Background: an optimization exercise with open tools, aiming at small area, a short achievable clock period and few clock cycles per item. Do not read the settings as production practice.
Only simulation tests tie the RTL to the original design; equivalence was not proved.

==> flow/design.v <==
package sbh_pkg;
	typedef enum logic [3:0] {
		ST_IDLE  = 4'b0001,
		ST_PAD   = 4'b0010,
		ST_ROUND = 4'b0100,
		ST_FOLD  = 4'b1000
	} state_t;
	typedef enum logic [1:0] {
		SEL_DATA = 2'd0,
		SEL_PAD  = 2'd1,
		SEL_ZERO = 2'd2,
		SEL_LEN  = 2'd3
	} byte_sel_t;
	typedef struct packed {
		logic      shift_en;
		byte_sel_t byte_sel;
		logic      count_en;
		logic      work_load;
		logic      round_en;
		logic [5:0] rnd;
		logic      fold_en;
		logic      digest_load;
		logic      out_shift;
	} cmd_t;
	typedef struct packed {
		logic [5:0] fill;
	} status_t;
	localparam logic [7:0] PAD_BYTE   = 8'h80;
	localparam logic [5:0] LEN_OFFSET = 6'd56;
	localparam logic [5:0] LAST_POS   = 6'd63;
	localparam logic [5:0] LAST_ROUND = 6'd63;
	function automatic logic [31:0] init_h(input logic [2:0] i);
		case (i)
			3'd0: init_h = 32'h6a09e667;
			3'd1: init_h = 32'hbb67ae85;
			3'd2: init_h = 32'h3c6ef372;
			3'd3: init_h = 32'ha54ff53a;
			3'd4: init_h = 32'h510e527f;
			3'd5: init_h = 32'h9b05688c;
			3'd6: init_h = 32'h1f83d9ab;
			default: init_h = 32'h5be0cd19;
		endcase
	endfunction
	function automatic logic [31:0] round_k(input logic [5:0] i);
		case (i)
			6'd0: round_k = 32'h428a2f98;
			6'd1: round_k = 32'h71374491;
			6'd2: round_k = 32'hb5c0fbcf;
			6'd3: round_k = 32'he9b5dba5;
			6'd4: round_k = 32'h3956c25b;
			6'd5: round_k = 32'h59f111f1;
			6'd6: round_k = 32'h923f82a4;
			6'd7: round_k = 32'hab1c5ed5;
			6'd8: round_k = 32'hd807aa98;
			6'd9: round_k = 32'h12835b01;
			6'd10: round_k = 32'h243185be;
			6'd11: round_k = 32'h550c7dc3;
			6'd12: round_k = 32'h72be5d74;
			6'd13: round_k = 32'h80deb1fe;
			6'd14: round_k = 32'h9bdc06a7;
			6'd15: round_k = 32'hc19bf174;
			6'd16: round_k = 32'he49b69c1;
			6'd17: round_k = 32'hefbe4786;
			6'd18: round_k = 32'h0fc19dc6;
			6'd19: round_k = 32'h240ca1cc;
			6'd20: round_k = 32'h2de92c6f;
			6'd21: round_k = 32'h4a7484aa;
			6'd22: round_k = 32'h5cb0a9dc;
			6'd23: round_k = 32'h76f988da;
			6'd24: round_k = 32'h983e5152;
			6'd25: round_k = 32'ha831c66d;
			6'd26: round_k = 32'hb00327c8;
			6'd27: round_k = 32'hbf597fc7;
			6'd28: round_k = 32'hc6e00bf3;
			6'd29: round_k = 32'hd5a79147;
			6'd30: round_k = 32'h06ca6351;
			6'd31: round_k = 32'h14292967;
			6'd32: round_k = 32'h27b70a85;
			6'd33: round_k = 32'h2e1b2138;
			6'd34: round_k = 32'h4d2c6dfc;
			6'd35: round_k = 32'h53380d13;
			6'd36: round_k = 32'h650a7354;
			6'd37: round_k = 32'h766a0abb;
			6'd38: round_k = 32'h81c2c92e;
			6'd39: round_k = 32'h92722c85;
			6'd40: round_k = 32'ha2bfe8a1;
			6'd41: round_k = 32'ha81a664b;
			6'd42: round_k = 32'hc24b8b70;
			6'd43: round_k = 32'hc76c51a3;
			6'd44: round_k = 32'hd192e819;
			6'd45: round_k = 32'hd6990624;
			6'd46: round_k = 32'hf40e3585;
			6'd47: round_k = 32'h106aa070;
			6'd48: round_k = 32'h19a4c116;
			6'd49: round_k = 32'h1e376c08;
			6'd50: round_k = 32'h2748774c;
			6'd51: round_k = 32'h34b0bcb5;
			6'd52: round_k = 32'h391c0cb3;
			6'd53: round_k = 32'h4ed8aa4a;
			6'd54: round_k = 32'h5b9cca4f;
			6'd55: round_k = 32'h682e6ff3;
			6'd56: round_k = 32'h748f82ee;
			6'd57: round_k = 32'h78a5636f;
			6'd58: round_k = 32'h84c87814;
			6'd59: round_k = 32'h8cc70208;
			6'd60: round_k = 32'h90befffa;
			6'd61: round_k = 32'ha4506ceb;
			6'd62: round_k = 32'hbef9a3f7;
			default: round_k = 32'hc67178f2;
		endcase
	endfunction
	function automatic logic [31:0] ror32(input logic [31:0] x, input int unsigned n);
		ror32 = (x >> n) | (x << (32 - n));
	endfunction
	function automatic logic [31:0] sig0(input logic [31:0] x);
		sig0 = ror32(x, 7) ^ ror32(x, 18) ^ (x >> 3);
	endfunction
	function automatic logic [31:0] sig1(input logic [31:0] x);
		sig1 = ror32(x, 17) ^ ror32(x, 19) ^ (x >> 10);
	endfunction
	function automatic logic [31:0] big0(input logic [31:0] x);
		big0 = ror32(x, 2) ^ ror32(x, 13) ^ ror32(x, 22);
	endfunction
	function automatic logic [31:0] big1(input logic [31:0] x);
		big1 = ror32(x, 6) ^ ror32(x, 11) ^ ror32(x, 25);
	endfunction
endpackage
import sbh_pkg::*;
module sbh_ctrl (
	input  logic     clk,
	input  logic     arst_n,
	input  logic     in_valid,
	output logic     in_ready,
	input  logic     byte_valid,
	input  logic     last_byte,
	output logic     out_valid,
	input  logic     out_ready,
	output logic [2:0] word_index,
	output logic     last_word,
	input  sbh_pkg::status_t  status,
	output sbh_pkg::cmd_t     cmd
);
	sbh_pkg::state_t state_q, state_d;
	logic [5:0] rnd_q;
	logic       first_q, first_d;      
	logic       final_q, final_d;      
	logic       padding_q, padding_d;  
	logic       finish_q, finish_d;    
	logic       out_valid_q;
	logic [2:0] out_idx_q;
	logic       in_fire;
	assign in_ready   = (state_q == ST_IDLE);
	assign in_fire    = in_valid & in_ready;
	assign out_valid  = out_valid_q;
	assign word_index = out_idx_q;
	assign last_word  = (out_idx_q == 3'd7);
	always_comb begin
		state_d   = state_q;
		first_d   = first_q;
		final_d   = final_q;
		padding_d = padding_q;
		finish_d  = finish_q;
		cmd             = '0;
		cmd.byte_sel    = SEL_DATA;
		cmd.rnd         = rnd_q;
		cmd.out_shift   = out_valid_q & out_ready;
		case (state_q)
			ST_IDLE: begin
				if (in_fire) begin
					if (byte_valid) begin
						cmd.shift_en = 1'b1;
						cmd.count_en = 1'b1;
					end
					if (byte_valid && status.fill == LAST_POS) begin
						cmd.work_load = 1'b1;
						finish_d      = last_byte;
						state_d       = ST_ROUND;
					end else if (last_byte) begin
						first_d   = 1'b1;
						padding_d = 1'b1;
						state_d   = ST_PAD;
					end
				end
			end
			ST_PAD: begin
				cmd.shift_en = 1'b1;
				if (first_q) begin
					cmd.byte_sel = SEL_PAD;
					final_d      = (status.fill < LEN_OFFSET);
				end else if (final_q && status.fill >= LEN_OFFSET) begin
					cmd.byte_sel = SEL_LEN;
				end else begin
					cmd.byte_sel = SEL_ZERO;
				end
				first_d = 1'b0;
				if (status.fill == LAST_POS) begin
					cmd.work_load = 1'b1;
					state_d       = ST_ROUND;
				end
			end
			ST_ROUND: begin
				cmd.round_en = 1'b1;
				if (rnd_q == LAST_ROUND) begin
					state_d = ST_FOLD;
				end
			end
			ST_FOLD: begin
				if (padding_q && final_q) begin
					if (!out_valid_q) begin
						cmd.digest_load = 1'b1;
						padding_d       = 1'b0;
						final_d         = 1'b0;
						state_d         = ST_IDLE;
					end
				end else if (padding_q) begin
					cmd.fold_en = 1'b1;
					final_d     = 1'b1;
					state_d     = ST_PAD;
				end else if (finish_q) begin
					cmd.fold_en = 1'b1;
					finish_d    = 1'b0;
					padding_d   = 1'b1;
					first_d     = 1'b1;
					state_d     = ST_PAD;
				end else begin
					cmd.fold_en = 1'b1;
					state_d     = ST_IDLE;
				end
			end
			default: begin
				state_d = ST_IDLE;
			end
		endcase
	end
	always_ff @(posedge clk or negedge arst_n) begin
		if (!arst_n) begin
			state_q   <= ST_IDLE;
			rnd_q     <= '0;
			first_q   <= 1'b0;
			final_q   <= 1'b0;
			padding_q <= 1'b0;
			finish_q  <= 1'b0;
		end else begin
			state_q   <= state_d;
			first_q   <= first_d;
			final_q   <= final_d;
			padding_q <= padding_d;
			finish_q  <= finish_d;
			if (cmd.round_en) begin
				rnd_q <= rnd_q + 6'd1;
			end
		end
	end
	always_ff @(posedge clk or negedge arst_n) begin
		if (!arst_n) begin
			out_valid_q <= 1'b0;
			out_idx_q   <= '0;
		end else if (cmd.digest_load) begin
			out_valid_q <= 1'b1;
			out_idx_q   <= '0;
		end else if (cmd.out_shift) begin
			out_idx_q <= out_idx_q + 3'd1;
			if (out_idx_q == 3'd7) begin
				out_valid_q <= 1'b0;
			end
		end
	end
endmodule
import sbh_pkg::*;
module sbh_dp (
	input  logic        clk,
	input  logic        arst_n,
	input  logic [7:0]  data_byte,
	input  sbh_pkg::cmd_t        cmd,
	output sbh_pkg::status_t     status,
	output logic [31:0] digest_word
);
	logic [511:0] blk_q;           
	logic [5:0]   fill_q;
	logic [60:0]  msg_q;
	logic [31:0]  chain_q [8];
	logic [31:0]  work_q [8];
	logic [31:0]  dg_q [8];
	logic [7:0]   byte_in;
	logic [63:0]  bit_len;
	logic [2:0]   len_idx;
	logic [31:0]  w0, w1, w9, w14, w_new;
	logic [31:0]  t1, t2;
	logic [31:0]  ch, maj;
	assign status.fill = fill_q;
	assign digest_word = dg_q[0];
	assign bit_len = {msg_q, 3'b000};
	assign len_idx = 3'd7 - fill_q[2:0];
	always_comb begin
		case (cmd.byte_sel)
			SEL_DATA: byte_in = data_byte;
			SEL_PAD:  byte_in = PAD_BYTE;
			SEL_LEN:  byte_in = bit_len[{len_idx, 3'b000} +: 8];
			default:  byte_in = 8'h00;
		endcase
	end
	assign w0    = blk_q[511:480];
	assign w1    = blk_q[479:448];
	assign w9    = blk_q[223:192];
	assign w14   = blk_q[63:32];
	assign w_new = w0 + sbh_pkg::sig0(w1) + w9 + sbh_pkg::sig1(w14);
	assign ch  = (work_q[4] & work_q[5]) ^ (~work_q[4] & work_q[6]);
	assign maj = (work_q[0] & work_q[1]) ^ (work_q[0] & work_q[2]) ^ (work_q[1] & work_q[2]);
	assign t1  = work_q[7] + sbh_pkg::big1(work_q[4]) + ch + sbh_pkg::round_k(cmd.rnd) + w0;
	assign t2  = sbh_pkg::big0(work_q[0]) + maj;
	always_ff @(posedge clk) begin
		if (cmd.shift_en) begin
			blk_q <= {blk_q[503:0], byte_in};
		end else if (cmd.round_en) begin
			blk_q <= {blk_q[479:0], w_new};
		end
	end
	always_ff @(posedge clk or negedge arst_n) begin
		if (!arst_n) begin
			fill_q <= '0;
			msg_q  <= '0;
		end else begin
			if (cmd.shift_en) begin
				fill_q <= fill_q + 6'd1;
			end
			if (cmd.digest_load) begin
				msg_q <= '0;
			end else if (cmd.count_en) begin
				msg_q <= msg_q + 61'd1;
			end
		end
	end
	always_ff @(posedge clk) begin
		if (cmd.work_load) begin
			for (int i = 0; i < 8; i++) begin
				work_q[i] <= chain_q[i];
			end
		end else if (cmd.round_en) begin
			work_q[0] <= t1 + t2;
			work_q[1] <= work_q[0];
			work_q[2] <= work_q[1];
			work_q[3] <= work_q[2];
			work_q[4] <= work_q[3] + t1;
			work_q[5] <= work_q[4];
			work_q[6] <= work_q[5];
			work_q[7] <= work_q[6];
		end
	end
	always_ff @(posedge clk or negedge arst_n) begin
		if (!arst_n) begin
			for (int i = 0; i < 8; i++) begin
				chain_q[i] <= sbh_pkg::init_h(3'(i));
			end
		end else if (cmd.digest_load) begin
			for (int i = 0; i < 8; i++) begin
				chain_q[i] <= sbh_pkg::init_h(3'(i));
			end
		end else if (cmd.fold_en) begin
			for (int i = 0; i < 8; i++) begin
				chain_q[i] <= chain_q[i] + work_q[i];
			end
		end
	end
	always_ff @(posedge clk) begin
		if (cmd.digest_load) begin
			for (int i = 0; i < 8; i++) begin
				dg_q[i] <= chain_q[i] + work_q[i];
			end
		end else if (cmd.out_shift) begin
			for (int i = 0; i < 7; i++) begin
				dg_q[i] <= dg_q[i + 1];
			end
			dg_q[7] <= dg_q[7];
		end
	end
endmodule
import sbh_pkg::*;
module sha256_byte_stream_hasher_unit (
	input  logic        clk,
	input  logic        arst_n,
	input  logic        in_valid,
	output logic        in_ready,
	input  logic [7:0]  data_byte,
	input  logic        byte_valid,
	input  logic        last_byte,
	output logic        out_valid,
	input  logic        out_ready,
	output logic [31:0] digest_word,
	output logic [2:0]  word_index,
	output logic        last_word
);
	sbh_pkg::cmd_t    cmd;
	sbh_pkg::status_t status;
	sbh_ctrl u_ctrl (
		.clk        (clk),
		.arst_n     (arst_n),
		.in_valid   (in_valid),
		.in_ready   (in_ready),
		.byte_valid (byte_valid),
		.last_byte  (last_byte),
		.out_valid  (out_valid),
		.out_ready  (out_ready),
		.word_index (word_index),
		.last_word  (last_word),
		.status     (status),
		.cmd        (cmd)
	);
	sbh_dp u_dp (
		.clk         (clk),
		.arst_n      (arst_n),
		.data_byte   (data_byte),
		.cmd         (cmd),
		.status      (status),
		.digest_word (digest_word)
	);
endmodule
==> flow/run.sh <==
#!/bin/bash
# synth_recipe.tcl (not shown) runs the flow's synth.tcl, then flattens the netlist and writes it again
# the make line also repeats each setting of config.mk as NAME=value (left out here)
make -C /OpenROAD-flow-scripts/flow DESIGN_CONFIG=/design/flow/config.mk WORK_HOME=/design/flow/orfs CLKGATE_MAP_FILE= SYNTH_SCRIPT=/design/flow/synth_recipe.tcl finish
==> flow/config.mk <==
export PLATFORM = sky130hd
export DESIGN_NAME = sha256_byte_stream_hasher_unit
export DESIGN_NICKNAME = sha256_byte_stream_hasher_unit
export VERILOG_FILES = /design/flow/design.v
export SDC_FILE = /design/flow/constraint.sdc
export NUM_CORES = 4
export LEC_CHECK = 0
export CAP_MARGIN = 20
export CORE_MARGIN = 2
export CORE_UTILIZATION = 40
export SLEW_MARGIN = 20
==> flow/constraint.sdc <==
create_clock -name core_clock -period 11.0 [get_ports {clk}]
set_input_delay 2.2000 -clock core_clock [delete_from_list [all_inputs] [get_ports {clk}]]
set_output_delay 2.2000 -clock core_clock [all_outputs]
set_load 0.01 [all_outputs]
==> notes.md <==
stage by stage:
stage	utilization [%]	setup slack, ns	hold slack (ns)	instance area (sq um)
after floorplan	-	0.7929	0.4378	84900
after CTS	44.23	0.7455	0.4745	93520
after detailed placement	41.70	0.8491	0.4634	88170
final	44.28	0.5515	0.4794	93620
after global routing	44.27	0.03609	0.5078	93620
after global placement	41.69	0.9616	0.4629	88150
Yosys cell counts, types with 13 or more instances:
cell | instances | area share, %
xnor2_1 | 428 | 4.4
edfxtp_1 | 1024 | 36
a22oi_1 | 13 | 0.11
nor2b_1 | 46 | 0.34
a22o_1 | 55 | 0.57
o31ai_1 | 30 | 0.27
a31oi_1 | 62 | 0.46
and3_1 | 42 | 0.31
a211oi_1 | 64 | 0.57
nor4_1 | 21 | 0.15
dfrtp_1 | 204 | 6.0
a21oi_1 | 388 | 2.3
o311ai_0 | 16 | 0.17
nand2_1 | 2738 | 12
mux2i_1 | 19 | 0.22
fa_1 | 195 | 4.6
o22a_1 | 60 | 0.62
a311oi_1 | 18 | 0.19
o21ai_0 | 564 | 3.3
o22ai_1 | 13 | 0.096
o21a_1 | 54 | 0.48
or2_2 | 14 | 0.10
a31o_2 | 13 | 0.13
dfstp_2 | 137 | 4.2
nand2b_1 | 56 | 0.41
and2_1 | 23 | 0.17
o21bai_1 | 44 | 0.39
and4_1 | 16 | 0.17
nand3_1 | 172 | 1.0
o211ai_1 | 40 | 0.35
nor3_1 | 89 | 0.52
mux2_2 | 63 | 0.84
mux4_2 | 16 | 0.42
clkbuf_1 | 458 | 2.0
nor2_1 | 362 | 1.6
inv_1 | 289 | 1.3
maj3_1 | 22 | 0.26
nand4_1 | 41 | 0.30
xor2_1 | 208 | 2.1
a21o_1 | 167 | 1.5
ha_1 | 397 | 5.9
buf_1 | 32 | 0.14
or3_1 | 38 | 0.28
path summary, 6_finish.rpt:
check | endpoint | startpoint | slack (ns) | cells past startpoint
min in group asynchronous | u_dp.chain_q[2][20] | arst_n | 1.36 | 1
max reg2reg | u_dp.work_q[0][31] | u_ctrl.rnd_q[0] | 0.55 | 35
min | u_dp.fill_q[5] | u_dp.fill_q[5] | 0.48 | 1
min reg2reg | u_dp.fill_q[5] | u_dp.fill_q[5] | 0.48 | 1
max in group asynchronous | u_dp.chain_q[3][11] | arst_n | 7.67 | 3
max | u_dp.work_q[0][31] | u_ctrl.rnd_q[0] | 0.55 | 35
placed cells by master, fill, tap and decap left out, drive strengths merged, types with 54 or more instances in the layout:
| cell type | instances |
|---|---|
| edfxtp | 1024 |
| a22o | 56 |
| ha | 397 |
| clkbuf | 232 |
| nand2 | 2738 |
| dfstp | 137 |
| xnor2 | 428 |
| nand2b | 56 |
| nor2 | 362 |
| nand3 | 172 |
| inv | 296 |
| fa | 195 |
| a21oi | 389 |
| a211oi | 65 |
| dfrtp | 204 |
| a21o | 168 |
| nor3 | 90 |
| buf | 112 |
| o21ai | 566 |
| mux2 | 63 |
| a31oi | 63 |
| o21a | 54 |
| o22a | 60 |
| xor2 | 208 |
worst register-to-register path, delay by kind of cell (launching register included):
family | cells | cell delay [ns]
AOI/OAI and AO/OA | 15 | 4.25
adders and majority gates | 7 | 2.82
and+or+nand+nor | 6 | 1.14
buffers and inverters | 5 | 0.81
DFF | 1 | 0.64
xor gates and xnor gates | 2 | 0.50
metal layers:
| layer | track usage (%) | up-vias | routed length [um] |
|---|---|---|---|
| met2 | 40.86 | 2078 | 129000 |
| li1 | - | 30711 | - |
| met1 | 31.79 | 32370 | 113800 |
| met4 | 9.696 | 2 | 11480 |
| met5 | 0 | - | 13 |
| met3 | 3.673 | 515 | 15170 |
cell families after synthesis:
family,Yosys count,synth area share (%)
simple gates,3715,18.04
compound gates,1748,13.14
flops,1365,46.47
buf+inv,791,3.544
xor+xnor,638,6.614
fa+ha+maj,614,10.71
mux,98,1.484
registers in the layout, indices dropped and copies added, names as in the netlist, 3 cells and up:
signal and cells:
u_ctrl.rnd_q 6, u_ctrl.state_q 4, u_dp.fill_q 6, u_ctrl.out_idx_q 3, u_dp.msg_q 61, u_dp.chain_q 256
u_dp.work_q 256, u_dp.dg_q 256, u_dp.blk_q 512
layout make-up:
type,count,share of cell area [%]
antenna,4,0.01069
clock buffer,232,4.782
clock inverter,63,0.9368
inverter,293,1.183
multi-input combinational,6813,45.46
sequential,1365,42.15
tap,2821,3.770
timing repair buffer,162,1.713
==> impl_metrics.toml <==
[critical_path]
max_stage_delay_ns = 0.79
crit_type = "reg -> reg"
cp.required_ns = 11.52
cp.arrival_ns = 10.97
cp_num_buf_inv = 5
start_kind = "register"
crit_fanout = 14
crit_path_end_kind = "register"
cp_top_family = "compound AO/OA/AOI/OAI gates"
cp_slowest_cell = "o311ai_0"

[synth]
async_reset_ff_share_pct = 24.98
synth-edff-count = 1024
ys_seq_area_share_pct = 46.47
netlist_area_sq_mm = 0.08490
synth_cells = 8969
synth_cell_type_count = 100
synth_fp_nets = 9575
synth_warnings = 5
ys_seq_elements = 1365
ys.flop_type = "edfxtp_1"
avgSynthCellArea_sq_um = 9.466

[detailed_routing]
drtIter0Drc = 5625
via_count = 65676
routed_via_density = 5.588
firstDrtPassIters = 6
wire_per_inst_um = 22.92
drc = 0
finalWirelength_um = 269400
ant_nets = 0

[placed_design]
dp.final_hpwl_um = 189500
gp_congestion = 0.9380
port_buffers = 51
dp_cells = 11451

[global_routing]
first_global_vias = 64771
grt_antenna_before_repair = 4
grt_pass1_wl_um = 405500
grt_max_degree = 253
grt.total_usage_pct = 24.46
overflow = 0

[final_layout]
nets = 9400
fillers = 20261
drive_gt1_share_pct = 7.191
multi_input_area_sq_mm = 0.04256
ff_latch_area_sq_mm = 0.03946
fin_cells = 11753
syn_to_final_growth_pct = 10.28

[cts]
cts_sinks = 1365
cts_buffers = 159
cts_setup_buffers = 0
cts_buffer_depth = 3
insertion_delay_ns = 0.82
cts-hold-fix-buffers = 0
path_clk_slew_ns = 0.07
cts_resized = 0
htreeDepth = 4
cts_root_buf = "clkbuf_16"
cts_tree = "yes"

[floorplanning]
core_sq_mm = 0.2115
die-area_sq_mm = 0.2160
die_x_um = 464.7
rows = 169
die_y_um = 464.7
io_pins = 52
start_util_pct = 40.15

[job]
maxCapViolations = 0

[sta]
clock-skew-final_ns = 0.03620
grt_setup_unrepaired = "false"
hold_violations = 0
worst_pin_slew_ns = 1.137
fin_crit_sh_pct = 94.99
slew_headroom_pct = 24.19
clock.fmax_ghz = 0.09571
fin_tns_setup_ns = 0
final_max_slew_viol_count = 0
setup_viol = 0
fin_crit_ns = 10.45

[outcome]
outcome = "no timing/DRC/antenna violations"

[min_path]
hold_path_class = "reg -> reg"
Testbench counts, summed over its fixed seeds: cycles 76,690, bytes 30,063.

-- afterwards: timing with drivers on the ports --
How much do the figures lean on ideal ports? The routed layout below was timed once more, with nothing changed but the port constraints. Step 1: set_driving_cell puts a clkbuf_16 on clk and a buf_2 on each other input, an assumption about the parent block. Step 2 also shifts input and output timing later by t, the mid clock arrival at the registers, as if the neighbouring blocks saw the same clock. a / b / c = no drivers / after step 1 / after step 2; a / b = the first two.
shift t [ns]: 0.894
slack for setup (ns): 0.551 / 0.551 / 0.551
worst setup path at the end: register to register
cell pins on the clock port's net: 1
After both steps this run still meets setup and hold. The setup slack of this run moves by 0.000 ns with the drivers and by 0.000 ns with both steps.
